This design comes from an exercise in tuning for small area and a short achievable clock period on the open sky130 flow, not from production work. No run shown here included a check of the RTL's function; only the layout flow was run.

## flow/design.v (module list and top-level ports; edited modules follow where they fit)
// module musb_mult_accum: 1430 lines
// module musb_fa: 10 lines
// module musb_ha: 9 lines
module musb_mult_accum #(
  parameter int WIDTH = 32
) (
  input  logic                 clk,
  input  logic                 rst,
  input  logic [WIDTH-1:0]     input_a,
  input  logic [WIDTH-1:0]     input_b,
  input  logic [2*WIDTH-1:0]   accum_in,
  input  logic                 signed_operation,
  input  logic [1:0]           op,
  input  logic                 enable_op,
  input  logic                 stall,
  input  logic                 flush,
  output logic [2*WIDTH-1:0]   mult_result,
  output logic                 active,
  output logic                 ready
);
  // ...
==> flow/run.sh <==
#!/bin/bash
# synth_recipe.tcl (not shown) runs the flow's synth.tcl, then flattens the netlist and writes it again
# the make line also repeats each setting of config.mk as NAME=value (left out here)
make -C /OpenROAD-flow-scripts/flow DESIGN_CONFIG=/design/flow/config.mk WORK_HOME=/design/flow/orfs CLKGATE_MAP_FILE= SYNTH_SCRIPT=/design/flow/synth_recipe.tcl finish
==> flow/config.mk <==
export PLATFORM = sky130hd
export DESIGN_NAME = musb_mult_accum
export DESIGN_NICKNAME = musb_mult_accum
export VERILOG_FILES = /design/flow/design.v
export SDC_FILE = /design/flow/constraint.sdc
export NUM_CORES = 4
export LEC_CHECK = 0
export CAP_MARGIN = 20
export CORE_MARGIN = 2
export CORE_UTILIZATION = 40
export SETUP_SLACK_MARGIN = 4.7
export SLEW_MARGIN = 20
export SYNTH_HIERARCHICAL = 1
export SYNTH_MINIMUM_KEEP_SIZE = 0
==> flow/constraint.sdc <==
create_clock -name core_clock -period 8.0 [get_ports {clk}]
set_input_delay 1.6000 -clock core_clock [delete_from_list [all_inputs] [get_ports {clk}]]
set_output_delay 1.6000 -clock core_clock [all_outputs]
set_load 0.01 [all_outputs]
==> summary.txt, run 1 <==
- Vias in the first global route: between 30k and 40k
- Register area: 0.0149 mm2
- R2R depth: 15
- CTS sink count: 508
- Fraction of registers with async set/reset: 13.4%
- Tmin final: 4220 ps
- DRC viols: 0
- Worst hold margin: 419 ps
- CTS tree: yes
- Area taken by multi-input logic gates: 0.0289 mm2
- Grt met2 use: approximately 38%
- Clock buffers: 80
- Hold Startpoint: r1_acc[1]
- Num sequential: 508
- Outcome: finished clean
- Max layer used: met5
- CP endpoint kind: flip-flop
- Global route hottest layer: met2
- WP buf/inv: 3
- Met2 wire length: 60500 um
- Number of synthesized flops with an enable pin: 440
- Stages on the worst setup path: 15
- Post-Synth XOR/XNOR Area: 13.6%
- Die height: 331 um
- Sequential share of cell area: 28.0%
- Filler cells: 8958
- Antenna violations before repair: 4
==> run 2, diff against run 1 <==
--- a/flow/design.v
+++ b/flow/design.v
@@ -12,17 +12,17 @@
   input  logic                 enable_op,
   input  logic                 stall,
   input  logic                 flush,
   output logic [2*WIDTH-1:0]   mult_result,
   output logic                 active,
   output logic                 ready
 );
   logic w_adv;
-  assign w_adv = ~stall & ~flush;
+  assign w_adv = ~stall;
   logic        w_msub, w_acc_en;
   logic [33:0] w_b;
   logic [34:0] w_bx;
   logic [16:0] w_one, w_two, w_neg;
   logic [32:0] w_a;
   assign w_msub   = (op == 2'b10);
   assign w_acc_en = (op == 2'b01) | (op == 2'b10);
   assign w_a      = {signed_operation & input_a[31], input_a};
@@ -1400,17 +1400,17 @@
   musb_fa u_cs602 (.a(r2[215]), .b(cs538), .ci(cc537), .s(cs602), .co(cc602));
   musb_fa u_cs603 (.a(r2[218]), .b(cc538), .ci(cs539), .s(cs603), .co(cc603));
   musb_fa u_cs604 (.a(r2[222]), .b(cc539), .ci(cs540), .s(cs604), .co(cc604));
   musb_fa u_cs605 (.a(r2[225]), .b(cs541), .ci(cc540), .s(cs605), .co(cc605));
   musb_fa u_cs606 (.a(r2[228]), .b(cc541), .ci(cs542), .s(cs606), .co(cc606));
   logic [63:0] w_x, w_y, w_sum;
   assign w_x = {cc605, cc604, cc603, cc602, cc601, cc600, cc599, cc598, cc597, cc596, cc595, cc594, cc593, cc592, cc591, cc590, cc589, cc588, cc587, cc586, cc585, cc584, cc583, cc582, cc581, cc580, cc579, cc578, cc577, cc576, cc575, cc574, cc573, cc572, cc571, cc570, cc569, cc568, cc567, cc566, cc565, cc564, cc563, cc562, cc561, cc560, cc559, cc558, cc557, cc556, cc555, cc554, cc553, cc552, cc551, cc550, cc549, cc548, cc547, cc546, cc545, cc544, cc543, cs543};
   assign w_y = {cs606, cs605, cs604, cs603, cs602, cs601, cs600, cs599, cs598, cs597, cs596, cs595, cs594, cs593, cs592, cs591, cs590, cs589, cs588, cs587, cs586, cs585, cs584, cs583, cs582, cs581, cs580, cs579, cs578, cs577, cs576, cs575, cs574, cs573, cs572, cs571, cs570, cs569, cs568, cs567, cs566, cs565, cs564, cs563, cs562, cs561, cs560, cs559, cs558, cs557, cs556, cs555, cs554, cs553, cs552, cs551, cs550, cs549, cs548, cs547, cs546, cs545, cs544, r2[2]};
-  assign w_sum = w_x + w_y;
+  musb_cpa u_cpa (.x(w_x), .y(w_y), .s(w_sum));
   logic [63:0] r3;
   always_ff @(posedge clk) begin
     if (w_adv) r3 <= w_sum;
   end
   logic [3:0] r_valid;
   always_ff @(posedge clk or posedge rst) begin
     if (rst) begin
       r_valid     <= '0;
@@ -1443,9 +1443,652 @@
   input  logic a,
   input  logic b,
   output logic s,
   output logic co
 );
   assign s  = a ^ b;
   assign co = a & b;
 endmodule
+module musb_cpa (
+  input  logic [63:0] x,
+  input  logic [63:0] y,
+  output logic [63:0] s
+);
+  logic k1, k2, k3, k4, k5, k6, k7, k8, k9, k10, k11, k12, k13, k14, k15, k16;
+  logic k17, k18, k19, k20, k21, k22, k23, k24, k25, k26, k27, k28, k29, k30, k31, k32;
+  logic k33, k34, k35, k36, k37, k38, k39, k40, k41, k42, k43, k44, k45, k46, k47, k48;
+  logic k49, k50, k51, k52, k53, k54, k55, k56, k57, k58, k59, k60, k61, k62, k63, k66;
+  logic k67, k68, k69, k70, k71, k72, k73, k74, k75, k76, k77, k78, k79, k80, k81, k82;
+  logic k83, k84, k85, k86, k87, k88, k89, k90, k91, k92, k93, k94, k95, k96, k97, k98;
+  logic k99, k100, k101, k102, k103, k104, k105, k106, k107, k108, k109, k110, k111, k112, k113, k114;
+  logic k115, k116, k117, k118, k119, k120, k121, k122, k123, k124, k125, k126, k127, k129, k130, k131;
+  logic k132, k133, k134, k135, k136, k137, k138, k139, k140, k141, k142, k143, k144, k145, k146, k147;
+  logic k148, k149, k150, k151, k152, k153, k154, k155, k156, k157, k158, k159, k160, k161, k162, k163;
+  logic k164, k165, k166, k167, k168, k169, k170, k171, k172, k173, k174, k175, k176, k177, k178, k179;
+  logic k180, k181, k182, k183, k184, k185, k186, k187, k188, k189, k190, k191, k192, k193, k194, k195;
+  logic k196, k197, k198, k199, k200, k201, k202, k203, k204, k205, k206, k207, k208, k209, k210, k211;
+  logic k212, k213, k214, k215, k216, k217, k218, k219, k220, k221, k222, k223, k224, k225, k226, k227;
+  logic k228, k229, k230, k231, k232, k233, k234, k235, k236, k237, k238, k239, k240, k241, k242, k243;
+  logic k244, k245, k246, k247, k248, k249, k250, k251, k252, k253, k256, k257, k258, k259, k260, k261;
+  logic k262, k263, k264, k265, k266, k267, k268, k269, k270, k271, k272, k273, k274, k275, k276, k277;
+  logic k278, k279, k280, k281, k282, k283, k284, k285, k286, k287, k288, k289, k290, k291, k292, k293;
+  logic k294, k295, k296, k297, k298, k299, k300, k301, k302, k303, k304, k305, k306, k307, k308, k309;
+  logic k310, k311, k312, k313, k314, k317, k318, k319, k320, k321, k322, k323, k324, k325, k326, k327;
+  logic k328, k329, k330, k331, k332, k333, k334, k335, k336, k337, k338, k339, k340, k341, k342, k343;
+  logic k344, k345, k346, k347, k348, k349, k350, k351, k352, k353, k354, k355, k356, k357, k358, k359;
+  logic k360, k361, k362, k363, k364, k365, k366, k367, k368, k369, k370, k371, k372, k373, k376, k377;
+  logic k378, k379, k380, k381, k382, k383, k384, k385, k386, k387, k388, k389, k390, k391, k392, k393;
+  logic k394, k395, k396, k397, k398, k399, k400, k401, k402, k403, k404, k405, k406, k407, k408, k409;
+  logic k410, k411, k412, k413, k414, k415, k416, k417, k418, k419, k420, k421, k422, k423, k424, k425;
+  logic k426, k429, k430, k431, k432, k433, k434, k435, k436, k437, k438, k439, k440, k441, k442, k443;
+  logic k444, k445, k446, k447, k448, k449, k450, k451, k452, k453, k454, k455, k456, k457, k458, k459;
+  logic k460, k461, k462, k463, k464, k465, k466, k467, k468, k471, k472, k473, k474, k475, k476, k477;
+  logic k478, k479, k480, k481, k482, k483, k484, k485, k486, k487, k488, k489, k491, k492, k493, k494;
+  logic k495, k496, k497, k498, k499, k500, k501, k502, k503, k504, k505, k506, k507, k508, k509, k510;
+  logic k511, k512, k513, k514, k515, k516, k517, k518, k519, k520, k521, k522, k523, k524, k525, k526;
+  logic k527, k528, k529, k530, k531, k532, k533, k534, k535, k536, k537, k538, k539, k540, k541, k542;
+  logic k543, k544, k545, k546, k547, k548, k549, k550, k551, k552, k553, k554, k555, k556, k557, k558;
+  logic k559, k560, k561, k562, k563, k564, k565, k566, k567, k568, k569, k570, k571, k572, k573, k574;
+  logic k575, k576, k577, k578, k579, k580, k581, k582, k583, k584, k585, k586, k587, k588, k589, k590;
+  logic k591, k592;
+  musb_nand2 u_k1 (.a(x[0]), .b(y[0]), .y(k1));
+  musb_nand2 u_k2 (.a(x[1]), .b(y[1]), .y(k2));
+  musb_nand2 u_k3 (.a(x[2]), .b(y[2]), .y(k3));
+  musb_nand2 u_k4 (.a(x[3]), .b(y[3]), .y(k4));
+  musb_nand2 u_k5 (.a(x[4]), .b(y[4]), .y(k5));
+  musb_nand2 u_k6 (.a(x[5]), .b(y[5]), .y(k6));
+  musb_nand2 u_k7 (.a(x[6]), .b(y[6]), .y(k7));
+  musb_nand2 u_k8 (.a(x[7]), .b(y[7]), .y(k8));
+  musb_nand2 u_k9 (.a(x[8]), .b(y[8]), .y(k9));
+  musb_nand2 u_k10 (.a(x[9]), .b(y[9]), .y(k10));
+  musb_nand2 u_k11 (.a(x[10]), .b(y[10]), .y(k11));
+  musb_nand2 u_k12 (.a(x[11]), .b(y[11]), .y(k12));
+  musb_nand2 u_k13 (.a(x[12]), .b(y[12]), .y(k13));
+  musb_nand2 u_k14 (.a(x[13]), .b(y[13]), .y(k14));
+  musb_nand2 u_k15 (.a(x[14]), .b(y[14]), .y(k15));
+  musb_nand2 u_k16 (.a(x[15]), .b(y[15]), .y(k16));
+  musb_nand2 u_k17 (.a(x[16]), .b(y[16]), .y(k17));
+  musb_nand2 u_k18 (.a(x[17]), .b(y[17]), .y(k18));
+  musb_nand2 u_k19 (.a(x[18]), .b(y[18]), .y(k19));
+  musb_nand2 u_k20 (.a(x[19]), .b(y[19]), .y(k20));
+  musb_nand2 u_k21 (.a(x[20]), .b(y[20]), .y(k21));
+  musb_nand2 u_k22 (.a(x[21]), .b(y[21]), .y(k22));
+  musb_nand2 u_k23 (.a(x[22]), .b(y[22]), .y(k23));
+  musb_nand2 u_k24 (.a(x[23]), .b(y[23]), .y(k24));
+  musb_nand2 u_k25 (.a(x[24]), .b(y[24]), .y(k25));
+  musb_nand2 u_k26 (.a(x[25]), .b(y[25]), .y(k26));
+  musb_nand2 u_k27 (.a(x[26]), .b(y[26]), .y(k27));
+  musb_nand2 u_k28 (.a(x[27]), .b(y[27]), .y(k28));
+  musb_nand2 u_k29 (.a(x[28]), .b(y[28]), .y(k29));
+  musb_nand2 u_k30 (.a(x[29]), .b(y[29]), .y(k30));
+  musb_nand2 u_k31 (.a(x[30]), .b(y[30]), .y(k31));
+  musb_nand2 u_k32 (.a(x[31]), .b(y[31]), .y(k32));
+  musb_nand2 u_k33 (.a(x[32]), .b(y[32]), .y(k33));
+  musb_nand2 u_k34 (.a(x[33]), .b(y[33]), .y(k34));
+  musb_nand2 u_k35 (.a(x[34]), .b(y[34]), .y(k35));
+  musb_nand2 u_k36 (.a(x[35]), .b(y[35]), .y(k36));
+  musb_nand2 u_k37 (.a(x[36]), .b(y[36]), .y(k37));
+  musb_nand2 u_k38 (.a(x[37]), .b(y[37]), .y(k38));
+  musb_nand2 u_k39 (.a(x[38]), .b(y[38]), .y(k39));
+  musb_nand2 u_k40 (.a(x[39]), .b(y[39]), .y(k40));
+  musb_nand2 u_k41 (.a(x[40]), .b(y[40]), .y(k41));
+  musb_nand2 u_k42 (.a(x[41]), .b(y[41]), .y(k42));
+  musb_nand2 u_k43 (.a(x[42]), .b(y[42]), .y(k43));
+  musb_nand2 u_k44 (.a(x[43]), .b(y[43]), .y(k44));
+  musb_nand2 u_k45 (.a(x[44]), .b(y[44]), .y(k45));
+  musb_nand2 u_k46 (.a(x[45]), .b(y[45]), .y(k46));
+  musb_nand2 u_k47 (.a(x[46]), .b(y[46]), .y(k47));
+  musb_nand2 u_k48 (.a(x[47]), .b(y[47]), .y(k48));
+  musb_nand2 u_k49 (.a(x[48]), .b(y[48]), .y(k49));
+  musb_nand2 u_k50 (.a(x[49]), .b(y[49]), .y(k50));
+  musb_nand2 u_k51 (.a(x[50]), .b(y[50]), .y(k51));
+  musb_nand2 u_k52 (.a(x[51]), .b(y[51]), .y(k52));
+  musb_nand2 u_k53 (.a(x[52]), .b(y[52]), .y(k53));
+  musb_nand2 u_k54 (.a(x[53]), .b(y[53]), .y(k54));
+  musb_nand2 u_k55 (.a(x[54]), .b(y[54]), .y(k55));
+  musb_nand2 u_k56 (.a(x[55]), .b(y[55]), .y(k56));
+  musb_nand2 u_k57 (.a(x[56]), .b(y[56]), .y(k57));
+  musb_nand2 u_k58 (.a(x[57]), .b(y[57]), .y(k58));
+  musb_nand2 u_k59 (.a(x[58]), .b(y[58]), .y(k59));
+  musb_nand2 u_k60 (.a(x[59]), .b(y[59]), .y(k60));
+  musb_nand2 u_k61 (.a(x[60]), .b(y[60]), .y(k61));
+  musb_nand2 u_k62 (.a(x[61]), .b(y[61]), .y(k62));
+  musb_nand2 u_k63 (.a(x[62]), .b(y[62]), .y(k63));
+  musb_nor2 u_k66 (.a(x[1]), .b(y[1]), .y(k66));
+  musb_nor2 u_k67 (.a(x[2]), .b(y[2]), .y(k67));
+  musb_nor2 u_k68 (.a(x[3]), .b(y[3]), .y(k68));
+  musb_nor2 u_k69 (.a(x[4]), .b(y[4]), .y(k69));
+  musb_nor2 u_k70 (.a(x[5]), .b(y[5]), .y(k70));
+  musb_nor2 u_k71 (.a(x[6]), .b(y[6]), .y(k71));
+  musb_nor2 u_k72 (.a(x[7]), .b(y[7]), .y(k72));
+  musb_nor2 u_k73 (.a(x[8]), .b(y[8]), .y(k73));
+  musb_nor2 u_k74 (.a(x[9]), .b(y[9]), .y(k74));
+  musb_nor2 u_k75 (.a(x[10]), .b(y[10]), .y(k75));
+  musb_nor2 u_k76 (.a(x[11]), .b(y[11]), .y(k76));
+  musb_nor2 u_k77 (.a(x[12]), .b(y[12]), .y(k77));
+  musb_nor2 u_k78 (.a(x[13]), .b(y[13]), .y(k78));
+  musb_nor2 u_k79 (.a(x[14]), .b(y[14]), .y(k79));
+  musb_nor2 u_k80 (.a(x[15]), .b(y[15]), .y(k80));
+  musb_nor2 u_k81 (.a(x[16]), .b(y[16]), .y(k81));
+  musb_nor2 u_k82 (.a(x[17]), .b(y[17]), .y(k82));
+  musb_nor2 u_k83 (.a(x[18]), .b(y[18]), .y(k83));
+  musb_nor2 u_k84 (.a(x[19]), .b(y[19]), .y(k84));
+  musb_nor2 u_k85 (.a(x[20]), .b(y[20]), .y(k85));
+  musb_nor2 u_k86 (.a(x[21]), .b(y[21]), .y(k86));
+  musb_nor2 u_k87 (.a(x[22]), .b(y[22]), .y(k87));
+  musb_nor2 u_k88 (.a(x[23]), .b(y[23]), .y(k88));
+  musb_nor2 u_k89 (.a(x[24]), .b(y[24]), .y(k89));
+  musb_nor2 u_k90 (.a(x[25]), .b(y[25]), .y(k90));
+  musb_nor2 u_k91 (.a(x[26]), .b(y[26]), .y(k91));
+  musb_nor2 u_k92 (.a(x[27]), .b(y[27]), .y(k92));
+  musb_nor2 u_k93 (.a(x[28]), .b(y[28]), .y(k93));
+  musb_nor2 u_k94 (.a(x[29]), .b(y[29]), .y(k94));
+  musb_nor2 u_k95 (.a(x[30]), .b(y[30]), .y(k95));
+  musb_nor2 u_k96 (.a(x[31]), .b(y[31]), .y(k96));
+  musb_nor2 u_k97 (.a(x[32]), .b(y[32]), .y(k97));
+  musb_nor2 u_k98 (.a(x[33]), .b(y[33]), .y(k98));
+  musb_nor2 u_k99 (.a(x[34]), .b(y[34]), .y(k99));
+  musb_nor2 u_k100 (.a(x[35]), .b(y[35]), .y(k100));
+  musb_nor2 u_k101 (.a(x[36]), .b(y[36]), .y(k101));
+  musb_nor2 u_k102 (.a(x[37]), .b(y[37]), .y(k102));
+  musb_nor2 u_k103 (.a(x[38]), .b(y[38]), .y(k103));
+  musb_nor2 u_k104 (.a(x[39]), .b(y[39]), .y(k104));
+  musb_nor2 u_k105 (.a(x[40]), .b(y[40]), .y(k105));
+  musb_nor2 u_k106 (.a(x[41]), .b(y[41]), .y(k106));
+  musb_nor2 u_k107 (.a(x[42]), .b(y[42]), .y(k107));
+  musb_nor2 u_k108 (.a(x[43]), .b(y[43]), .y(k108));
+  musb_nor2 u_k109 (.a(x[44]), .b(y[44]), .y(k109));
+  musb_nor2 u_k110 (.a(x[45]), .b(y[45]), .y(k110));
+  musb_nor2 u_k111 (.a(x[46]), .b(y[46]), .y(k111));
+  musb_nor2 u_k112 (.a(x[47]), .b(y[47]), .y(k112));
+  musb_nor2 u_k113 (.a(x[48]), .b(y[48]), .y(k113));
+  musb_nor2 u_k114 (.a(x[49]), .b(y[49]), .y(k114));
+  musb_nor2 u_k115 (.a(x[50]), .b(y[50]), .y(k115));
+  musb_nor2 u_k116 (.a(x[51]), .b(y[51]), .y(k116));
+  musb_nor2 u_k117 (.a(x[52]), .b(y[52]), .y(k117));
+  musb_nor2 u_k118 (.a(x[53]), .b(y[53]), .y(k118));
+  musb_nor2 u_k119 (.a(x[54]), .b(y[54]), .y(k119));
+  musb_nor2 u_k120 (.a(x[55]), .b(y[55]), .y(k120));
+  musb_nor2 u_k121 (.a(x[56]), .b(y[56]), .y(k121));
+  musb_nor2 u_k122 (.a(x[57]), .b(y[57]), .y(k122));
+  musb_nor2 u_k123 (.a(x[58]), .b(y[58]), .y(k123));
+  musb_nor2 u_k124 (.a(x[59]), .b(y[59]), .y(k124));
+  musb_nor2 u_k125 (.a(x[60]), .b(y[60]), .y(k125));
+  musb_nor2 u_k126 (.a(x[61]), .b(y[61]), .y(k126));
+  musb_nor2 u_k127 (.a(x[62]), .b(y[62]), .y(k127));
+  musb_xor2 u_k129 (.a(x[0]), .b(y[0]), .y(k129));
+  musb_xor2 u_k130 (.a(x[1]), .b(y[1]), .y(k130));
+  musb_xor2 u_k131 (.a(x[2]), .b(y[2]), .y(k131));
+  musb_xor2 u_k132 (.a(x[3]), .b(y[3]), .y(k132));
+  musb_xor2 u_k133 (.a(x[4]), .b(y[4]), .y(k133));
+  musb_xor2 u_k134 (.a(x[5]), .b(y[5]), .y(k134));
+  musb_xor2 u_k135 (.a(x[6]), .b(y[6]), .y(k135));
+  musb_xor2 u_k136 (.a(x[7]), .b(y[7]), .y(k136));
+  musb_xor2 u_k137 (.a(x[8]), .b(y[8]), .y(k137));
+  musb_xor2 u_k138 (.a(x[9]), .b(y[9]), .y(k138));
+  musb_xor2 u_k139 (.a(x[10]), .b(y[10]), .y(k139));
+  musb_xor2 u_k140 (.a(x[11]), .b(y[11]), .y(k140));
+  musb_xor2 u_k141 (.a(x[12]), .b(y[12]), .y(k141));
+  musb_xor2 u_k142 (.a(x[13]), .b(y[13]), .y(k142));
+  musb_xor2 u_k143 (.a(x[14]), .b(y[14]), .y(k143));
+  musb_xor2 u_k144 (.a(x[15]), .b(y[15]), .y(k144));
+  musb_xor2 u_k145 (.a(x[16]), .b(y[16]), .y(k145));
+  musb_xor2 u_k146 (.a(x[17]), .b(y[17]), .y(k146));
+  musb_xor2 u_k147 (.a(x[18]), .b(y[18]), .y(k147));
+  musb_xor2 u_k148 (.a(x[19]), .b(y[19]), .y(k148));
+  musb_xor2 u_k149 (.a(x[20]), .b(y[20]), .y(k149));
+  musb_xor2 u_k150 (.a(x[21]), .b(y[21]), .y(k150));
+  musb_xor2 u_k151 (.a(x[22]), .b(y[22]), .y(k151));
+  musb_xor2 u_k152 (.a(x[23]), .b(y[23]), .y(k152));
+  musb_xor2 u_k153 (.a(x[24]), .b(y[24]), .y(k153));
+  musb_xor2 u_k154 (.a(x[25]), .b(y[25]), .y(k154));
+  musb_xor2 u_k155 (.a(x[26]), .b(y[26]), .y(k155));
+  musb_xor2 u_k156 (.a(x[27]), .b(y[27]), .y(k156));
+  musb_xor2 u_k157 (.a(x[28]), .b(y[28]), .y(k157));
+  musb_xor2 u_k158 (.a(x[29]), .b(y[29]), .y(k158));
+  musb_xor2 u_k159 (.a(x[30]), .b(y[30]), .y(k159));
+  musb_xor2 u_k160 (.a(x[31]), .b(y[31]), .y(k160));
+  musb_xor2 u_k161 (.a(x[32]), .b(y[32]), .y(k161));
+  musb_xor2 u_k162 (.a(x[33]), .b(y[33]), .y(k162));
+  musb_xor2 u_k163 (.a(x[34]), .b(y[34]), .y(k163));
+  musb_xor2 u_k164 (.a(x[35]), .b(y[35]), .y(k164));
+  musb_xor2 u_k165 (.a(x[36]), .b(y[36]), .y(k165));
+  musb_xor2 u_k166 (.a(x[37]), .b(y[37]), .y(k166));
+  musb_xor2 u_k167 (.a(x[38]), .b(y[38]), .y(k167));
+  musb_xor2 u_k168 (.a(x[39]), .b(y[39]), .y(k168));
+  musb_xor2 u_k169 (.a(x[40]), .b(y[40]), .y(k169));
+  musb_xor2 u_k170 (.a(x[41]), .b(y[41]), .y(k170));
+  musb_xor2 u_k171 (.a(x[42]), .b(y[42]), .y(k171));
+  musb_xor2 u_k172 (.a(x[43]), .b(y[43]), .y(k172));
+  musb_xor2 u_k173 (.a(x[44]), .b(y[44]), .y(k173));
+  musb_xor2 u_k174 (.a(x[45]), .b(y[45]), .y(k174));
+  musb_xor2 u_k175 (.a(x[46]), .b(y[46]), .y(k175));
+  musb_xor2 u_k176 (.a(x[47]), .b(y[47]), .y(k176));
+  musb_xor2 u_k177 (.a(x[48]), .b(y[48]), .y(k177));
+  musb_xor2 u_k178 (.a(x[49]), .b(y[49]), .y(k178));
+  musb_xor2 u_k179 (.a(x[50]), .b(y[50]), .y(k179));
+  musb_xor2 u_k180 (.a(x[51]), .b(y[51]), .y(k180));
+  musb_xor2 u_k181 (.a(x[52]), .b(y[52]), .y(k181));
+  musb_xor2 u_k182 (.a(x[53]), .b(y[53]), .y(k182));
+  musb_xor2 u_k183 (.a(x[54]), .b(y[54]), .y(k183));
+  musb_xor2 u_k184 (.a(x[55]), .b(y[55]), .y(k184));
+  musb_xor2 u_k185 (.a(x[56]), .b(y[56]), .y(k185));
+  musb_xor2 u_k186 (.a(x[57]), .b(y[57]), .y(k186));
+  musb_xor2 u_k187 (.a(x[58]), .b(y[58]), .y(k187));
+  musb_xor2 u_k188 (.a(x[59]), .b(y[59]), .y(k188));
+  musb_xor2 u_k189 (.a(x[60]), .b(y[60]), .y(k189));
+  musb_xor2 u_k190 (.a(x[61]), .b(y[61]), .y(k190));
+  musb_xor2 u_k191 (.a(x[62]), .b(y[62]), .y(k191));
+  musb_xor2 u_k192 (.a(x[63]), .b(y[63]), .y(k192));
+  musb_o21ai u_k193 (.a(k66), .b(k1), .c(k2), .y(k193));
+  musb_o21ai u_k194 (.a(k68), .b(k3), .c(k4), .y(k194));
+  musb_nor2 u_k195 (.a(k68), .b(k67), .y(k195));
+  musb_o21ai u_k196 (.a(k70), .b(k5), .c(k6), .y(k196));
+  musb_nor2 u_k197 (.a(k70), .b(k69), .y(k197));
+  musb_o21ai u_k198 (.a(k72), .b(k7), .c(k8), .y(k198));
+  musb_nor2 u_k199 (.a(k72), .b(k71), .y(k199));
+  musb_o21ai u_k200 (.a(k74), .b(k9), .c(k10), .y(k200));
+  musb_nor2 u_k201 (.a(k74), .b(k73), .y(k201));
+  musb_o21ai u_k202 (.a(k76), .b(k11), .c(k12), .y(k202));
+  musb_nor2 u_k203 (.a(k76), .b(k75), .y(k203));
+  musb_o21ai u_k204 (.a(k78), .b(k13), .c(k14), .y(k204));
+  musb_nor2 u_k205 (.a(k78), .b(k77), .y(k205));
+  musb_o21ai u_k206 (.a(k80), .b(k15), .c(k16), .y(k206));
+  musb_nor2 u_k207 (.a(k80), .b(k79), .y(k207));
+  musb_o21ai u_k208 (.a(k82), .b(k17), .c(k18), .y(k208));
+  musb_nor2 u_k209 (.a(k82), .b(k81), .y(k209));
+  musb_o21ai u_k210 (.a(k84), .b(k19), .c(k20), .y(k210));
+  musb_nor2 u_k211 (.a(k84), .b(k83), .y(k211));
+  musb_o21ai u_k212 (.a(k86), .b(k21), .c(k22), .y(k212));
+  musb_nor2 u_k213 (.a(k86), .b(k85), .y(k213));
+  musb_o21ai u_k214 (.a(k88), .b(k23), .c(k24), .y(k214));
+  musb_nor2 u_k215 (.a(k88), .b(k87), .y(k215));
+  musb_o21ai u_k216 (.a(k90), .b(k25), .c(k26), .y(k216));
+  musb_nor2 u_k217 (.a(k90), .b(k89), .y(k217));
+  musb_o21ai u_k218 (.a(k92), .b(k27), .c(k28), .y(k218));
+  musb_nor2 u_k219 (.a(k92), .b(k91), .y(k219));
+  musb_o21ai u_k220 (.a(k94), .b(k29), .c(k30), .y(k220));
+  musb_nor2 u_k221 (.a(k94), .b(k93), .y(k221));
+  musb_o21ai u_k222 (.a(k96), .b(k31), .c(k32), .y(k222));
+  musb_nor2 u_k223 (.a(k96), .b(k95), .y(k223));
+  musb_o21ai u_k224 (.a(k98), .b(k33), .c(k34), .y(k224));
+  musb_nor2 u_k225 (.a(k98), .b(k97), .y(k225));
+  musb_o21ai u_k226 (.a(k100), .b(k35), .c(k36), .y(k226));
+  musb_nor2 u_k227 (.a(k100), .b(k99), .y(k227));
+  musb_o21ai u_k228 (.a(k102), .b(k37), .c(k38), .y(k228));
+  musb_nor2 u_k229 (.a(k102), .b(k101), .y(k229));
+  musb_o21ai u_k230 (.a(k104), .b(k39), .c(k40), .y(k230));
+  musb_nor2 u_k231 (.a(k104), .b(k103), .y(k231));
+  musb_o21ai u_k232 (.a(k106), .b(k41), .c(k42), .y(k232));
+  musb_nor2 u_k233 (.a(k106), .b(k105), .y(k233));
+  musb_o21ai u_k234 (.a(k108), .b(k43), .c(k44), .y(k234));
+  musb_nor2 u_k235 (.a(k108), .b(k107), .y(k235));
+  musb_o21ai u_k236 (.a(k110), .b(k45), .c(k46), .y(k236));
+  musb_nor2 u_k237 (.a(k110), .b(k109), .y(k237));
+  musb_o21ai u_k238 (.a(k112), .b(k47), .c(k48), .y(k238));
+  musb_nor2 u_k239 (.a(k112), .b(k111), .y(k239));
+  musb_o21ai u_k240 (.a(k114), .b(k49), .c(k50), .y(k240));
+  musb_nor2 u_k241 (.a(k114), .b(k113), .y(k241));
+  musb_o21ai u_k242 (.a(k116), .b(k51), .c(k52), .y(k242));
+  musb_nor2 u_k243 (.a(k116), .b(k115), .y(k243));
+  musb_o21ai u_k244 (.a(k118), .b(k53), .c(k54), .y(k244));
+  musb_nor2 u_k245 (.a(k118), .b(k117), .y(k245));
+  musb_o21ai u_k246 (.a(k120), .b(k55), .c(k56), .y(k246));
+  musb_nor2 u_k247 (.a(k120), .b(k119), .y(k247));
+  musb_o21ai u_k248 (.a(k122), .b(k57), .c(k58), .y(k248));
+  musb_nor2 u_k249 (.a(k122), .b(k121), .y(k249));
+  musb_o21ai u_k250 (.a(k124), .b(k59), .c(k60), .y(k250));
+  musb_nor2 u_k251 (.a(k124), .b(k123), .y(k251));
+  musb_o21ai u_k252 (.a(k126), .b(k61), .c(k62), .y(k252));
+  musb_nor2 u_k253 (.a(k126), .b(k125), .y(k253));
+  musb_a21oi u_k256 (.a(k195), .b(k193), .c(k194), .y(k256));
+  musb_a21oi u_k257 (.a(k197), .b(k194), .c(k196), .y(k257));
+  musb_nand2 u_k258 (.a(k197), .b(k195), .y(k258));
+  musb_a21oi u_k259 (.a(k199), .b(k196), .c(k198), .y(k259));
+  musb_nand2 u_k260 (.a(k199), .b(k197), .y(k260));
+  musb_a21oi u_k261 (.a(k201), .b(k198), .c(k200), .y(k261));
+  musb_nand2 u_k262 (.a(k201), .b(k199), .y(k262));
+  musb_a21oi u_k263 (.a(k203), .b(k200), .c(k202), .y(k263));
+  musb_nand2 u_k264 (.a(k203), .b(k201), .y(k264));
+  musb_a21oi u_k265 (.a(k205), .b(k202), .c(k204), .y(k265));
+  musb_nand2 u_k266 (.a(k205), .b(k203), .y(k266));
+  musb_a21oi u_k267 (.a(k207), .b(k204), .c(k206), .y(k267));
+  musb_nand2 u_k268 (.a(k207), .b(k205), .y(k268));
+  musb_a21oi u_k269 (.a(k209), .b(k206), .c(k208), .y(k269));
+  musb_nand2 u_k270 (.a(k209), .b(k207), .y(k270));
+  musb_a21oi u_k271 (.a(k211), .b(k208), .c(k210), .y(k271));
+  musb_nand2 u_k272 (.a(k211), .b(k209), .y(k272));
+  musb_a21oi u_k273 (.a(k213), .b(k210), .c(k212), .y(k273));
+  musb_nand2 u_k274 (.a(k213), .b(k211), .y(k274));
+  musb_a21oi u_k275 (.a(k215), .b(k212), .c(k214), .y(k275));
+  musb_nand2 u_k276 (.a(k215), .b(k213), .y(k276));
+  musb_a21oi u_k277 (.a(k217), .b(k214), .c(k216), .y(k277));
+  musb_nand2 u_k278 (.a(k217), .b(k215), .y(k278));
+  musb_a21oi u_k279 (.a(k219), .b(k216), .c(k218), .y(k279));
+  musb_nand2 u_k280 (.a(k219), .b(k217), .y(k280));
+  musb_a21oi u_k281 (.a(k221), .b(k218), .c(k220), .y(k281));
+  musb_nand2 u_k282 (.a(k221), .b(k219), .y(k282));
+  musb_a21oi u_k283 (.a(k223), .b(k220), .c(k222), .y(k283));
+  musb_nand2 u_k284 (.a(k223), .b(k221), .y(k284));
+  musb_a21oi u_k285 (.a(k225), .b(k222), .c(k224), .y(k285));
+  musb_nand2 u_k286 (.a(k225), .b(k223), .y(k286));
+  musb_a21oi u_k287 (.a(k227), .b(k224), .c(k226), .y(k287));
+  musb_nand2 u_k288 (.a(k227), .b(k225), .y(k288));
+  musb_a21oi u_k289 (.a(k229), .b(k226), .c(k228), .y(k289));
+  musb_nand2 u_k290 (.a(k229), .b(k227), .y(k290));
+  musb_a21oi u_k291 (.a(k231), .b(k228), .c(k230), .y(k291));
+  musb_nand2 u_k292 (.a(k231), .b(k229), .y(k292));
+  musb_a21oi u_k293 (.a(k233), .b(k230), .c(k232), .y(k293));
+  musb_nand2 u_k294 (.a(k233), .b(k231), .y(k294));
+  musb_a21oi u_k295 (.a(k235), .b(k232), .c(k234), .y(k295));
+  musb_nand2 u_k296 (.a(k235), .b(k233), .y(k296));
+  musb_a21oi u_k297 (.a(k237), .b(k234), .c(k236), .y(k297));
+  musb_nand2 u_k298 (.a(k237), .b(k235), .y(k298));
+  musb_a21oi u_k299 (.a(k239), .b(k236), .c(k238), .y(k299));
+  musb_nand2 u_k300 (.a(k239), .b(k237), .y(k300));
+  musb_a21oi u_k301 (.a(k241), .b(k238), .c(k240), .y(k301));
+  musb_nand2 u_k302 (.a(k241), .b(k239), .y(k302));
+  musb_a21oi u_k303 (.a(k243), .b(k240), .c(k242), .y(k303));
+  musb_nand2 u_k304 (.a(k243), .b(k241), .y(k304));
+  musb_a21oi u_k305 (.a(k245), .b(k242), .c(k244), .y(k305));
+  musb_nand2 u_k306 (.a(k245), .b(k243), .y(k306));
+  musb_a21oi u_k307 (.a(k247), .b(k244), .c(k246), .y(k307));
+  musb_nand2 u_k308 (.a(k247), .b(k245), .y(k308));
+  musb_a21oi u_k309 (.a(k249), .b(k246), .c(k248), .y(k309));
+  musb_nand2 u_k310 (.a(k249), .b(k247), .y(k310));
+  musb_a21oi u_k311 (.a(k251), .b(k248), .c(k250), .y(k311));
+  musb_nand2 u_k312 (.a(k251), .b(k249), .y(k312));
+  musb_a21oi u_k313 (.a(k253), .b(k250), .c(k252), .y(k313));
+  musb_nand2 u_k314 (.a(k253), .b(k251), .y(k314));
+  musb_inv u_k317 (.a(k193), .y(k317));
+  musb_o21ai u_k318 (.a(k258), .b(k317), .c(k257), .y(k318));
+  musb_o21ai u_k319 (.a(k260), .b(k256), .c(k259), .y(k319));
+  musb_o21ai u_k320 (.a(k262), .b(k257), .c(k261), .y(k320));
+  musb_nor2 u_k321 (.a(k262), .b(k258), .y(k321));
+  musb_o21ai u_k322 (.a(k264), .b(k259), .c(k263), .y(k322));
+  musb_nor2 u_k323 (.a(k264), .b(k260), .y(k323));
+  musb_o21ai u_k324 (.a(k266), .b(k261), .c(k265), .y(k324));
+  musb_nor2 u_k325 (.a(k266), .b(k262), .y(k325));
+  musb_o21ai u_k326 (.a(k268), .b(k263), .c(k267), .y(k326));
+  musb_nor2 u_k327 (.a(k268), .b(k264), .y(k327));
+  musb_o21ai u_k328 (.a(k270), .b(k265), .c(k269), .y(k328));
+  musb_nor2 u_k329 (.a(k270), .b(k266), .y(k329));
+  musb_o21ai u_k330 (.a(k272), .b(k267), .c(k271), .y(k330));
+  musb_nor2 u_k331 (.a(k272), .b(k268), .y(k331));
+  musb_o21ai u_k332 (.a(k274), .b(k269), .c(k273), .y(k332));
+  musb_nor2 u_k333 (.a(k274), .b(k270), .y(k333));
+  musb_o21ai u_k334 (.a(k276), .b(k271), .c(k275), .y(k334));
+  musb_nor2 u_k335 (.a(k276), .b(k272), .y(k335));
+  musb_o21ai u_k336 (.a(k278), .b(k273), .c(k277), .y(k336));
+  musb_nor2 u_k337 (.a(k278), .b(k274), .y(k337));
+  musb_o21ai u_k338 (.a(k280), .b(k275), .c(k279), .y(k338));
+  musb_nor2 u_k339 (.a(k280), .b(k276), .y(k339));
+  musb_o21ai u_k340 (.a(k282), .b(k277), .c(k281), .y(k340));
+  musb_nor2 u_k341 (.a(k282), .b(k278), .y(k341));
+  musb_o21ai u_k342 (.a(k284), .b(k279), .c(k283), .y(k342));
+  musb_nor2 u_k343 (.a(k284), .b(k280), .y(k343));
+  musb_o21ai u_k344 (.a(k286), .b(k281), .c(k285), .y(k344));
+  musb_nor2 u_k345 (.a(k286), .b(k282), .y(k345));
+  musb_o21ai u_k346 (.a(k288), .b(k283), .c(k287), .y(k346));
+  musb_nor2 u_k347 (.a(k288), .b(k284), .y(k347));
+  musb_o21ai u_k348 (.a(k290), .b(k285), .c(k289), .y(k348));
+  musb_nor2 u_k349 (.a(k290), .b(k286), .y(k349));
+  musb_o21ai u_k350 (.a(k292), .b(k287), .c(k291), .y(k350));
+  musb_nor2 u_k351 (.a(k292), .b(k288), .y(k351));
+  musb_o21ai u_k352 (.a(k294), .b(k289), .c(k293), .y(k352));
+  musb_nor2 u_k353 (.a(k294), .b(k290), .y(k353));
+  musb_o21ai u_k354 (.a(k296), .b(k291), .c(k295), .y(k354));
+  musb_nor2 u_k355 (.a(k296), .b(k292), .y(k355));
+  musb_o21ai u_k356 (.a(k298), .b(k293), .c(k297), .y(k356));
+  musb_nor2 u_k357 (.a(k298), .b(k294), .y(k357));
+  musb_o21ai u_k358 (.a(k300), .b(k295), .c(k299), .y(k358));
+  musb_nor2 u_k359 (.a(k300), .b(k296), .y(k359));
+  musb_o21ai u_k360 (.a(k302), .b(k297), .c(k301), .y(k360));
+  musb_nor2 u_k361 (.a(k302), .b(k298), .y(k361));
+  musb_o21ai u_k362 (.a(k304), .b(k299), .c(k303), .y(k362));
+  musb_nor2 u_k363 (.a(k304), .b(k300), .y(k363));
+  musb_o21ai u_k364 (.a(k306), .b(k301), .c(k305), .y(k364));
+  musb_nor2 u_k365 (.a(k306), .b(k302), .y(k365));
+  musb_o21ai u_k366 (.a(k308), .b(k303), .c(k307), .y(k366));
+  musb_nor2 u_k367 (.a(k308), .b(k304), .y(k367));
+  musb_o21ai u_k368 (.a(k310), .b(k305), .c(k309), .y(k368));
+  musb_nor2 u_k369 (.a(k310), .b(k306), .y(k369));
+  musb_o21ai u_k370 (.a(k312), .b(k307), .c(k311), .y(k370));
+  musb_nor2 u_k371 (.a(k312), .b(k308), .y(k371));
+  musb_o21ai u_k372 (.a(k314), .b(k309), .c(k313), .y(k372));
+  musb_nor2 u_k373 (.a(k314), .b(k310), .y(k373));
+  musb_a21oi u_k376 (.a(k321), .b(k193), .c(k320), .y(k376));
+  musb_inv u_k377 (.a(k256), .y(k377));
+  musb_a21oi u_k378 (.a(k323), .b(k377), .c(k322), .y(k378));
+  musb_a21oi u_k379 (.a(k325), .b(k318), .c(k324), .y(k379));
+  musb_a21oi u_k380 (.a(k327), .b(k319), .c(k326), .y(k380));
+  musb_a21oi u_k381 (.a(k329), .b(k320), .c(k328), .y(k381));
+  musb_nand2 u_k382 (.a(k329), .b(k321), .y(k382));
+  musb_a21oi u_k383 (.a(k331), .b(k322), .c(k330), .y(k383));
+  musb_nand2 u_k384 (.a(k331), .b(k323), .y(k384));
+  musb_a21oi u_k385 (.a(k333), .b(k324), .c(k332), .y(k385));
+  musb_nand2 u_k386 (.a(k333), .b(k325), .y(k386));
+  musb_a21oi u_k387 (.a(k335), .b(k326), .c(k334), .y(k387));
+  musb_nand2 u_k388 (.a(k335), .b(k327), .y(k388));
+  musb_a21oi u_k389 (.a(k337), .b(k328), .c(k336), .y(k389));
+  musb_nand2 u_k390 (.a(k337), .b(k329), .y(k390));
+  musb_a21oi u_k391 (.a(k339), .b(k330), .c(k338), .y(k391));
+  musb_nand2 u_k392 (.a(k339), .b(k331), .y(k392));
+  musb_a21oi u_k393 (.a(k341), .b(k332), .c(k340), .y(k393));
+  musb_nand2 u_k394 (.a(k341), .b(k333), .y(k394));
+  musb_a21oi u_k395 (.a(k343), .b(k334), .c(k342), .y(k395));
+  musb_nand2 u_k396 (.a(k343), .b(k335), .y(k396));
+  musb_a21oi u_k397 (.a(k345), .b(k336), .c(k344), .y(k397));
+  musb_nand2 u_k398 (.a(k345), .b(k337), .y(k398));
+  musb_a21oi u_k399 (.a(k347), .b(k338), .c(k346), .y(k399));
+  musb_nand2 u_k400 (.a(k347), .b(k339), .y(k400));
+  musb_a21oi u_k401 (.a(k349), .b(k340), .c(k348), .y(k401));
+  musb_nand2 u_k402 (.a(k349), .b(k341), .y(k402));
+  musb_a21oi u_k403 (.a(k351), .b(k342), .c(k350), .y(k403));
+  musb_nand2 u_k404 (.a(k351), .b(k343), .y(k404));
+  musb_a21oi u_k405 (.a(k353), .b(k344), .c(k352), .y(k405));
+  musb_nand2 u_k406 (.a(k353), .b(k345), .y(k406));
+  musb_a21oi u_k407 (.a(k355), .b(k346), .c(k354), .y(k407));
+  musb_nand2 u_k408 (.a(k355), .b(k347), .y(k408));
+  musb_a21oi u_k409 (.a(k357), .b(k348), .c(k356), .y(k409));
+  musb_nand2 u_k410 (.a(k357), .b(k349), .y(k410));
+  musb_a21oi u_k411 (.a(k359), .b(k350), .c(k358), .y(k411));
+  musb_nand2 u_k412 (.a(k359), .b(k351), .y(k412));
+  musb_a21oi u_k413 (.a(k361), .b(k352), .c(k360), .y(k413));
+  musb_nand2 u_k414 (.a(k361), .b(k353), .y(k414));
+  musb_a21oi u_k415 (.a(k363), .b(k354), .c(k362), .y(k415));
+  musb_nand2 u_k416 (.a(k363), .b(k355), .y(k416));
+  musb_a21oi u_k417 (.a(k365), .b(k356), .c(k364), .y(k417));
+  musb_nand2 u_k418 (.a(k365), .b(k357), .y(k418));
+  musb_a21oi u_k419 (.a(k367), .b(k358), .c(k366), .y(k419));
+  musb_nand2 u_k420 (.a(k367), .b(k359), .y(k420));
+  musb_a21oi u_k421 (.a(k369), .b(k360), .c(k368), .y(k421));
+  musb_nand2 u_k422 (.a(k369), .b(k361), .y(k422));
+  musb_a21oi u_k423 (.a(k371), .b(k362), .c(k370), .y(k423));
+  musb_nand2 u_k424 (.a(k371), .b(k363), .y(k424));
+  musb_a21oi u_k425 (.a(k373), .b(k364), .c(k372), .y(k425));
+  musb_nand2 u_k426 (.a(k373), .b(k365), .y(k426));
+  musb_o21ai u_k429 (.a(k382), .b(k317), .c(k381), .y(k429));
+  musb_o21ai u_k430 (.a(k384), .b(k256), .c(k383), .y(k430));
+  musb_inv u_k431 (.a(k318), .y(k431));
+  musb_o21ai u_k432 (.a(k386), .b(k431), .c(k385), .y(k432));
+  musb_inv u_k433 (.a(k319), .y(k433));
+  musb_o21ai u_k434 (.a(k388), .b(k433), .c(k387), .y(k434));
+  musb_o21ai u_k435 (.a(k390), .b(k376), .c(k389), .y(k435));
+  musb_o21ai u_k436 (.a(k392), .b(k378), .c(k391), .y(k436));
+  musb_o21ai u_k437 (.a(k394), .b(k379), .c(k393), .y(k437));
+  musb_o21ai u_k438 (.a(k396), .b(k380), .c(k395), .y(k438));
+  musb_o21ai u_k439 (.a(k398), .b(k381), .c(k397), .y(k439));
+  musb_nor2 u_k440 (.a(k398), .b(k382), .y(k440));
+  musb_o21ai u_k441 (.a(k400), .b(k383), .c(k399), .y(k441));
+  musb_nor2 u_k442 (.a(k400), .b(k384), .y(k442));
+  musb_o21ai u_k443 (.a(k402), .b(k385), .c(k401), .y(k443));
+  musb_nor2 u_k444 (.a(k402), .b(k386), .y(k444));
+  musb_o21ai u_k445 (.a(k404), .b(k387), .c(k403), .y(k445));
+  musb_nor2 u_k446 (.a(k404), .b(k388), .y(k446));
+  musb_o21ai u_k447 (.a(k406), .b(k389), .c(k405), .y(k447));
+  musb_nor2 u_k448 (.a(k406), .b(k390), .y(k448));
+  musb_o21ai u_k449 (.a(k408), .b(k391), .c(k407), .y(k449));
+  musb_nor2 u_k450 (.a(k408), .b(k392), .y(k450));
+  musb_o21ai u_k451 (.a(k410), .b(k393), .c(k409), .y(k451));
+  musb_nor2 u_k452 (.a(k410), .b(k394), .y(k452));
+  musb_o21ai u_k453 (.a(k412), .b(k395), .c(k411), .y(k453));
+  musb_nor2 u_k454 (.a(k412), .b(k396), .y(k454));
+  musb_o21ai u_k455 (.a(k414), .b(k397), .c(k413), .y(k455));
+  musb_nor2 u_k456 (.a(k414), .b(k398), .y(k456));
+  musb_o21ai u_k457 (.a(k416), .b(k399), .c(k415), .y(k457));
+  musb_nor2 u_k458 (.a(k416), .b(k400), .y(k458));
+  musb_o21ai u_k459 (.a(k418), .b(k401), .c(k417), .y(k459));
+  musb_nor2 u_k460 (.a(k418), .b(k402), .y(k460));
+  musb_o21ai u_k461 (.a(k420), .b(k403), .c(k419), .y(k461));
+  musb_nor2 u_k462 (.a(k420), .b(k404), .y(k462));
+  musb_o21ai u_k463 (.a(k422), .b(k405), .c(k421), .y(k463));
+  musb_nor2 u_k464 (.a(k422), .b(k406), .y(k464));
+  musb_o21ai u_k465 (.a(k424), .b(k407), .c(k423), .y(k465));
+  musb_nor2 u_k466 (.a(k424), .b(k408), .y(k466));
+  musb_o21ai u_k467 (.a(k426), .b(k409), .c(k425), .y(k467));
+  musb_nor2 u_k468 (.a(k426), .b(k410), .y(k468));
+  musb_a21oi u_k471 (.a(k440), .b(k193), .c(k439), .y(k471));
+  musb_a21oi u_k472 (.a(k442), .b(k377), .c(k441), .y(k472));
+  musb_a21oi u_k473 (.a(k444), .b(k318), .c(k443), .y(k473));
+  musb_a21oi u_k474 (.a(k446), .b(k319), .c(k445), .y(k474));
+  musb_inv u_k475 (.a(k376), .y(k475));
+  musb_a21oi u_k476 (.a(k448), .b(k475), .c(k447), .y(k476));
+  musb_inv u_k477 (.a(k378), .y(k477));
+  musb_a21oi u_k478 (.a(k450), .b(k477), .c(k449), .y(k478));
+  musb_inv u_k479 (.a(k379), .y(k479));
+  musb_a21oi u_k480 (.a(k452), .b(k479), .c(k451), .y(k480));
+  musb_inv u_k481 (.a(k380), .y(k481));
+  musb_a21oi u_k482 (.a(k454), .b(k481), .c(k453), .y(k482));
+  musb_a21oi u_k483 (.a(k456), .b(k429), .c(k455), .y(k483));
+  musb_a21oi u_k484 (.a(k458), .b(k430), .c(k457), .y(k484));
+  musb_a21oi u_k485 (.a(k460), .b(k432), .c(k459), .y(k485));
+  musb_a21oi u_k486 (.a(k462), .b(k434), .c(k461), .y(k486));
+  musb_a21oi u_k487 (.a(k464), .b(k435), .c(k463), .y(k487));
+  musb_a21oi u_k488 (.a(k466), .b(k436), .c(k465), .y(k488));
+  musb_a21oi u_k489 (.a(k468), .b(k437), .c(k467), .y(k489));
+  musb_o21ai u_k491 (.a(k67), .b(k317), .c(k3), .y(k491));
+  musb_o21ai u_k492 (.a(k69), .b(k256), .c(k5), .y(k492));
+  musb_o21ai u_k493 (.a(k71), .b(k431), .c(k7), .y(k493));
+  musb_o21ai u_k494 (.a(k73), .b(k433), .c(k9), .y(k494));
+  musb_o21ai u_k495 (.a(k75), .b(k376), .c(k11), .y(k495));
+  musb_o21ai u_k496 (.a(k77), .b(k378), .c(k13), .y(k496));
+  musb_o21ai u_k497 (.a(k79), .b(k379), .c(k15), .y(k497));
+  musb_o21ai u_k498 (.a(k81), .b(k380), .c(k17), .y(k498));
+  musb_inv u_k499 (.a(k429), .y(k499));
+  musb_o21ai u_k500 (.a(k83), .b(k499), .c(k19), .y(k500));
+  musb_inv u_k501 (.a(k430), .y(k501));
+  musb_o21ai u_k502 (.a(k85), .b(k501), .c(k21), .y(k502));
+  musb_inv u_k503 (.a(k432), .y(k503));
+  musb_o21ai u_k504 (.a(k87), .b(k503), .c(k23), .y(k504));
+  musb_inv u_k505 (.a(k434), .y(k505));
+  musb_o21ai u_k506 (.a(k89), .b(k505), .c(k25), .y(k506));
+  musb_inv u_k507 (.a(k435), .y(k507));
+  musb_o21ai u_k508 (.a(k91), .b(k507), .c(k27), .y(k508));
+  musb_inv u_k509 (.a(k436), .y(k509));
+  musb_o21ai u_k510 (.a(k93), .b(k509), .c(k29), .y(k510));
+  musb_inv u_k511 (.a(k437), .y(k511));
+  musb_o21ai u_k512 (.a(k95), .b(k511), .c(k31), .y(k512));
+  musb_inv u_k513 (.a(k438), .y(k513));
+  musb_o21ai u_k514 (.a(k97), .b(k513), .c(k33), .y(k514));
+  musb_o21ai u_k515 (.a(k99), .b(k471), .c(k35), .y(k515));
+  musb_o21ai u_k516 (.a(k101), .b(k472), .c(k37), .y(k516));
+  musb_o21ai u_k517 (.a(k103), .b(k473), .c(k39), .y(k517));
+  musb_o21ai u_k518 (.a(k105), .b(k474), .c(k41), .y(k518));
+  musb_o21ai u_k519 (.a(k107), .b(k476), .c(k43), .y(k519));
+  musb_o21ai u_k520 (.a(k109), .b(k478), .c(k45), .y(k520));
+  musb_o21ai u_k521 (.a(k111), .b(k480), .c(k47), .y(k521));
+  musb_o21ai u_k522 (.a(k113), .b(k482), .c(k49), .y(k522));
+  musb_o21ai u_k523 (.a(k115), .b(k483), .c(k51), .y(k523));
+  musb_o21ai u_k524 (.a(k117), .b(k484), .c(k53), .y(k524));
+  musb_o21ai u_k525 (.a(k119), .b(k485), .c(k55), .y(k525));
+  musb_o21ai u_k526 (.a(k121), .b(k486), .c(k57), .y(k526));
+  musb_o21ai u_k527 (.a(k123), .b(k487), .c(k59), .y(k527));
+  musb_o21ai u_k528 (.a(k125), .b(k488), .c(k61), .y(k528));
+  musb_o21ai u_k529 (.a(k127), .b(k489), .c(k63), .y(k529));
+  musb_xnor2 u_k530 (.a(k130), .b(k1), .y(k530));
+  musb_xor2 u_k531 (.a(k131), .b(k193), .y(k531));
+  musb_xor2 u_k532 (.a(k132), .b(k491), .y(k532));
+  musb_xnor2 u_k533 (.a(k133), .b(k256), .y(k533));
+  musb_xor2 u_k534 (.a(k134), .b(k492), .y(k534));
+  musb_xor2 u_k535 (.a(k135), .b(k318), .y(k535));
+  musb_xor2 u_k536 (.a(k136), .b(k493), .y(k536));
+  musb_xor2 u_k537 (.a(k137), .b(k319), .y(k537));
+  musb_xor2 u_k538 (.a(k138), .b(k494), .y(k538));
+  musb_xnor2 u_k539 (.a(k139), .b(k376), .y(k539));
+  musb_xor2 u_k540 (.a(k140), .b(k495), .y(k540));
+  musb_xnor2 u_k541 (.a(k141), .b(k378), .y(k541));
+  musb_xor2 u_k542 (.a(k142), .b(k496), .y(k542));
+  musb_xnor2 u_k543 (.a(k143), .b(k379), .y(k543));
+  musb_xor2 u_k544 (.a(k144), .b(k497), .y(k544));
+  musb_xnor2 u_k545 (.a(k145), .b(k380), .y(k545));
+  musb_xor2 u_k546 (.a(k146), .b(k498), .y(k546));
+  musb_xor2 u_k547 (.a(k147), .b(k429), .y(k547));
+  musb_xor2 u_k548 (.a(k148), .b(k500), .y(k548));
+  musb_xor2 u_k549 (.a(k149), .b(k430), .y(k549));
+  musb_xor2 u_k550 (.a(k150), .b(k502), .y(k550));
+  musb_xor2 u_k551 (.a(k151), .b(k432), .y(k551));
+  musb_xor2 u_k552 (.a(k152), .b(k504), .y(k552));
+  musb_xor2 u_k553 (.a(k153), .b(k434), .y(k553));
+  musb_xor2 u_k554 (.a(k154), .b(k506), .y(k554));
+  musb_xor2 u_k555 (.a(k155), .b(k435), .y(k555));
+  musb_xor2 u_k556 (.a(k156), .b(k508), .y(k556));
+  musb_xor2 u_k557 (.a(k157), .b(k436), .y(k557));
+  musb_xor2 u_k558 (.a(k158), .b(k510), .y(k558));
+  musb_xor2 u_k559 (.a(k159), .b(k437), .y(k559));
+  musb_xor2 u_k560 (.a(k160), .b(k512), .y(k560));
+  musb_xor2 u_k561 (.a(k161), .b(k438), .y(k561));
+  musb_xor2 u_k562 (.a(k162), .b(k514), .y(k562));
+  musb_xnor2 u_k563 (.a(k163), .b(k471), .y(k563));
+  musb_xor2 u_k564 (.a(k164), .b(k515), .y(k564));
+  musb_xnor2 u_k565 (.a(k165), .b(k472), .y(k565));
+  musb_xor2 u_k566 (.a(k166), .b(k516), .y(k566));
+  musb_xnor2 u_k567 (.a(k167), .b(k473), .y(k567));
+  musb_xor2 u_k568 (.a(k168), .b(k517), .y(k568));
+  musb_xnor2 u_k569 (.a(k169), .b(k474), .y(k569));
+  musb_xor2 u_k570 (.a(k170), .b(k518), .y(k570));
+  musb_xnor2 u_k571 (.a(k171), .b(k476), .y(k571));
+  musb_xor2 u_k572 (.a(k172), .b(k519), .y(k572));
+  musb_xnor2 u_k573 (.a(k173), .b(k478), .y(k573));
+  musb_xor2 u_k574 (.a(k174), .b(k520), .y(k574));
+  musb_xnor2 u_k575 (.a(k175), .b(k480), .y(k575));
+  musb_xor2 u_k576 (.a(k176), .b(k521), .y(k576));
+  musb_xnor2 u_k577 (.a(k177), .b(k482), .y(k577));
+  musb_xor2 u_k578 (.a(k178), .b(k522), .y(k578));
+  musb_xnor2 u_k579 (.a(k179), .b(k483), .y(k579));
+  musb_xor2 u_k580 (.a(k180), .b(k523), .y(k580));
+  musb_xnor2 u_k581 (.a(k181), .b(k484), .y(k581));
+  musb_xor2 u_k582 (.a(k182), .b(k524), .y(k582));
+  musb_xnor2 u_k583 (.a(k183), .b(k485), .y(k583));
+  musb_xor2 u_k584 (.a(k184), .b(k525), .y(k584));
+  musb_xnor2 u_k585 (.a(k185), .b(k486), .y(k585));
+  musb_xor2 u_k586 (.a(k186), .b(k526), .y(k586));
+  musb_xnor2 u_k587 (.a(k187), .b(k487), .y(k587));
+  musb_xor2 u_k588 (.a(k188), .b(k527), .y(k588));
+  musb_xnor2 u_k589 (.a(k189), .b(k488), .y(k589));
+  musb_xor2 u_k590 (.a(k190), .b(k528), .y(k590));
+  musb_xnor2 u_k591 (.a(k191), .b(k489), .y(k591));
+  musb_xor2 u_k592 (.a(k192), .b(k529), .y(k592));
+  assign s = {k592, k591, k590, k589, k588, k587, k586, k585, k584, k583, k582, k581, k580, k579, k578, k577, k576, k575, k574, k573, k572, k571, k570, k569, k568, k567, k566, k565, k564, k563, k562, k561, k560, k559, k558, k557, k556, k555, k554, k553, k552, k551, k550, k549, k548, k547, k546, k545, k544, k543, k542, k541, k540, k539, k538, k537, k536, k535, k534, k533, k532, k531, k530, k129};
+endmodule
+module musb_nand2 (input logic a, input logic b, output logic y);
+  assign y = ~(a & b);
+endmodule
+module musb_nor2 (input logic a, input logic b, output logic y);
+  assign y = ~(a | b);
+endmodule
+module musb_xor2 (input logic a, input logic b, output logic y);
+  assign y = a ^ b;
+endmodule
+module musb_xnor2 (input logic a, input logic b, output logic y);
+  assign y = ~(a ^ b);
+endmodule
+module musb_inv (input logic a, output logic y);
+  assign y = ~a;
+endmodule
+module musb_o21ai (input logic a, input logic b, input logic c, output logic y);
+  assign y = ~((a | b) & c);
+endmodule
+module musb_a21oi (input logic a, input logic b, input logic c, output logic y);
+  assign y = ~((a & b) | c);
+endmodule
 `default_nettype wire
==> flow/config.mk (replaced) <==
export PLATFORM = sky130hd
export DESIGN_NAME = musb_mult_accum
export DESIGN_NICKNAME = musb_mult_accum
export VERILOG_FILES = /design/flow/design.v
export SDC_FILE = /design/flow/constraint.sdc
export NUM_CORES = 4
export LEC_CHECK = 0
export CAP_MARGIN = 20
export CORE_MARGIN = 2
export CORE_UTILIZATION = 40
export SETUP_SLACK_MARGIN = 4.5
export SLEW_MARGIN = 20
export SYNTH_HIERARCHICAL = 1
export SYNTH_MINIMUM_KEEP_SIZE = 0
export TNS_END_PERCENT = 0
==> run 2 against run 1 <==
Final cell count about the same. Routed wire length down 1.6%.
==> summary.txt, run 2 <==
- Outcome: finished clean
- Worst Hold Depth: 0
- Max Clk Rate: 277 MHz
- Initial core utilization: 40.5%
- Largest fanout on the critical path: 33
- Register bit total from synthesis: 508
- Site Rows: 121
- RSZ-0062 raised after global routing: true
- WHS Endpoint: r2[1]
- RR Startpoint: r1_a[24]
- R2r setup slk: between 4000 and 5000 ps
- First-pass GRT wire length: ~210000 um
- Final Slew Violations: 0
- Total negative slack: 0 ps
- Critical path arrival: 3990 ps
- R2R depth: 7 (-8)
- Antenna violations before repair: 6 (+2)
- Clock Latency Late Sink: 650 ps
- Most frequent cell after synthesis: xnor2_1
- Fraction of registers with async set/reset: 13.4% (unchanged)
- Die W: about 340 um
- Area contributors post-synth: edfxtp_1 (30%), fa_1 (25%), xnor2_1 (12%), a22oi_1 (6.8%), dfrtp_1 (3.9%)
- Area taken by multi-input logic gates: 0.0267 mm2 (-7.8%)
- Final setup viols: 0
- Avg Cell Area, Syn: 12.6 um2
- Vias in the first global route: 30.7k (-0.93%)
- Filler cells: 9949 (+11%)
- HP Class: flip-flop to flip-flop
- Commonest non-fill, non-tap cell in the layout: xnor2_1
- Count of cell types in the netlist: 27
- CTS Buf Count: 58
- H-tree depth: 2
- DR iter-0 viols: between 3k and 4k
- GRT overflow: 0
- Max FFs per register: 229
- Worst R2R End: r2[109]
- Wire length per cell: 29.1 um
- CP endpoint kind: flip-flop
- Clock skew: 30.3 ps
- Most frequent cells in the layout: xnor2_1 (582), fa_1 (538), edfxtp_1 (440), a22oi_1 (401), clkdlybuf4s50_1 (199)
- Final Cycle Share: 45.1%
- TritonRoute pass-1 iters: 6
- Die Footprint: 0.113 mm2
- Pin count of the biggest net entering global routing: between 150 and 200
- Pre-CTS WS: 3910 ps
- Seq/Total Area, Yosys: between 30% and 40%
- CTS tree: yes
- Setup CP Type: flip-flop to flip-flop
- Top reg by flops: r2
- Mapped Nets: between 4k and 5k
- I/O Buffers: about 200
- Hold Fails Final Rpt: 0
- Total Nets Final: 4189
- Register area: 0.0149 mm2 (unchanged)
- Worst slew pin tran: around 1100 ps
- Area grow syn2layout: 9.86%
- Die height: 336 um (+1.6%)
- Tmin final: 3610 ps (-611 ps)
- CTS sink count: 508 (unchanged)
- Layout cells sized above 1: a little over an eighth
- Critical path launch point type: flip-flop
- Clock transition at path regs: 60 ps
- Drt total wl: 144000 um
- PnR worst setup slack: 4390 ps
- Via density: 5.83
- Total GRT Usage: ~26%
- Syn Inst Count: 3495
- DRC viols: 0 (unchanged)
- CTS Hold Buffers Added: 0
- Crit. Startpoint: r1_a[24]
- Prevailing post-synth register cell: edfxtp_1
- Rel. slew slack: 29.8%
- Commonest cells post-synth: xnor2_1 (582), fa_1 (542), edfxtp_1 (440)
- CP required: ~8400 ps
- Routability cong.: 0.924
- Root Driver: clkbuf_16
- Post-route ant nets: 0
- Synth area leader: edfxtp_1
- Max cap viols: 0
- Core footprint: 0.109 mm2
- Clock Tree Buf Depth: 3
- Ys Warns: 7
- Detailed-route via count: 29.0k
- Cell Area, Synth: 0.0442 mm2
- IO Pins: 202
- Hold Startpoint: r1_acc[0]
- Detailed Place HPWL: about 92000 um
- Share of the synthesized area in the top cell type: 29.9%
- Number of synthesized flops with an enable pin: 440 (unchanged)
-- run 2: cell count changes in the layout (fill, tap and decap cells not counted), moves of 77 or more --
cell and change:
fa_1 +165, fa_2 -166, nand2_1 +77, nor2_1 +88, o21ai_1 +91, xor2_1 +102
-- run 2: critical path: stages, from the launching register on --
cell and delay [ps]:
edfxtp_1 340, buf_6 420, a22oi_1 190, xnor2_1 190, fa_1 500, fa_1 710, fa_1 500, fa_1 460
-- run 2: cell families after synthesis --
family	synth area share, %
xor gates and xnor gates	14.9
AOI/OAI and AO/OA	13.0
adders and majority gates	26.4
DFF	33.8
buffers and inverters	6.18
and+or+nand+nor	4.00
muxes	1.76
-- run 2: through the flow --
stage	instance area (um2)	hold WS [ps]	std cells	util, %
floorplan	44200	400	3495	-
global placement	46100	405	4851	42.2
detailed placement	46100	405	4851	42.2
CTS	48000	418	4962	44.0
global route	48500	424	4971	44.5
finish	48500	419	4973	44.5
-- run 2: layer usage --
metal	vias up	track usage, %	routed length (um)
li1	11911	-	-
met1	14567	33.6	57000
met2	1978	37.8	61600
met3	539	9.40	18800
met4	6	10.9	7090
met5	-	0	46
-- run 2: worst max-delay path by stage --
| stage | slack [ps] | depth (start not counted) | to |
|---|---|---|---|
| final | 4390 | 7 | r2[109] |
| after global routing | 4410 | 12 | r3[45] |
| after detailed placement | 3910 | 4 | r2[145] |
| after floorplan | -940 | 4 | r1_a[0] |
| after CTS | 4320 | 7 | r2[125] |
| after global placement | 3930 | 4 | r2[149] |
-- run 2: modules after synthesis, one instance, submodules excluded, excerpt --
module,cells inside,copies in the design
musb_inv,1,16
musb_fa,1,542
musb_ha,1,64
musb_mult_accum,2247,1
musb_nand2,1,115
musb_xor2,1,106
-- run 2: layout make-up --
cell class / instances / share of cell area (%)
diodes: 2 / 0.0103
multi-input cells: 2555 / 55.0
clock buffers: 81 / 3.28
clock inverters: 28 / 0.634
flip-flops and latches: 508 / 30.7
well taps: 1476 / 3.80
repair buffers: 304 / 6.42
inverters: 19 / 0.157
-- run 2: repair_timing --
action | 4_1_cts | 5_1_grt
pin swaps | 0 | 3
endpoints found under the hold margin | 0 | 0
setup buffers | 2 | 9
resized for setup | 3 | 126
endpoints found under the setup margin | 100 | 179

re-timing with driven ports:
In the flow no input, the clock included, has a driving cell. The finished layouts below were timed again as built, in two steps. Step 1, drivers: a clkbuf_16 drives clk and a buf_2 each remaining input, both assumed. Step 2, shift: input delay + t, output delay - t, t = (earliest + latest rising clock arrival at the registers) / 2. This alone moves slack from input paths to output paths. a / b / c = no drivers / after step 1 / after step 2; a / b = the first two.
run | t, ns | setup WS [ns] | clock arrival spread, ns
run 1 | 0.706 | 3.781 / 3.781 / 3.781 | 0.017 / 0.017
run 2 | 0.708 | 4.392 / 4.392 / 3.979 | 0.035 / 0.035
After both steps setup and hold are still met in every run listed. For run 2, which loses most, drivers alone change the setup slack by 0.000 ns; drivers and shift together by -0.413 ns.
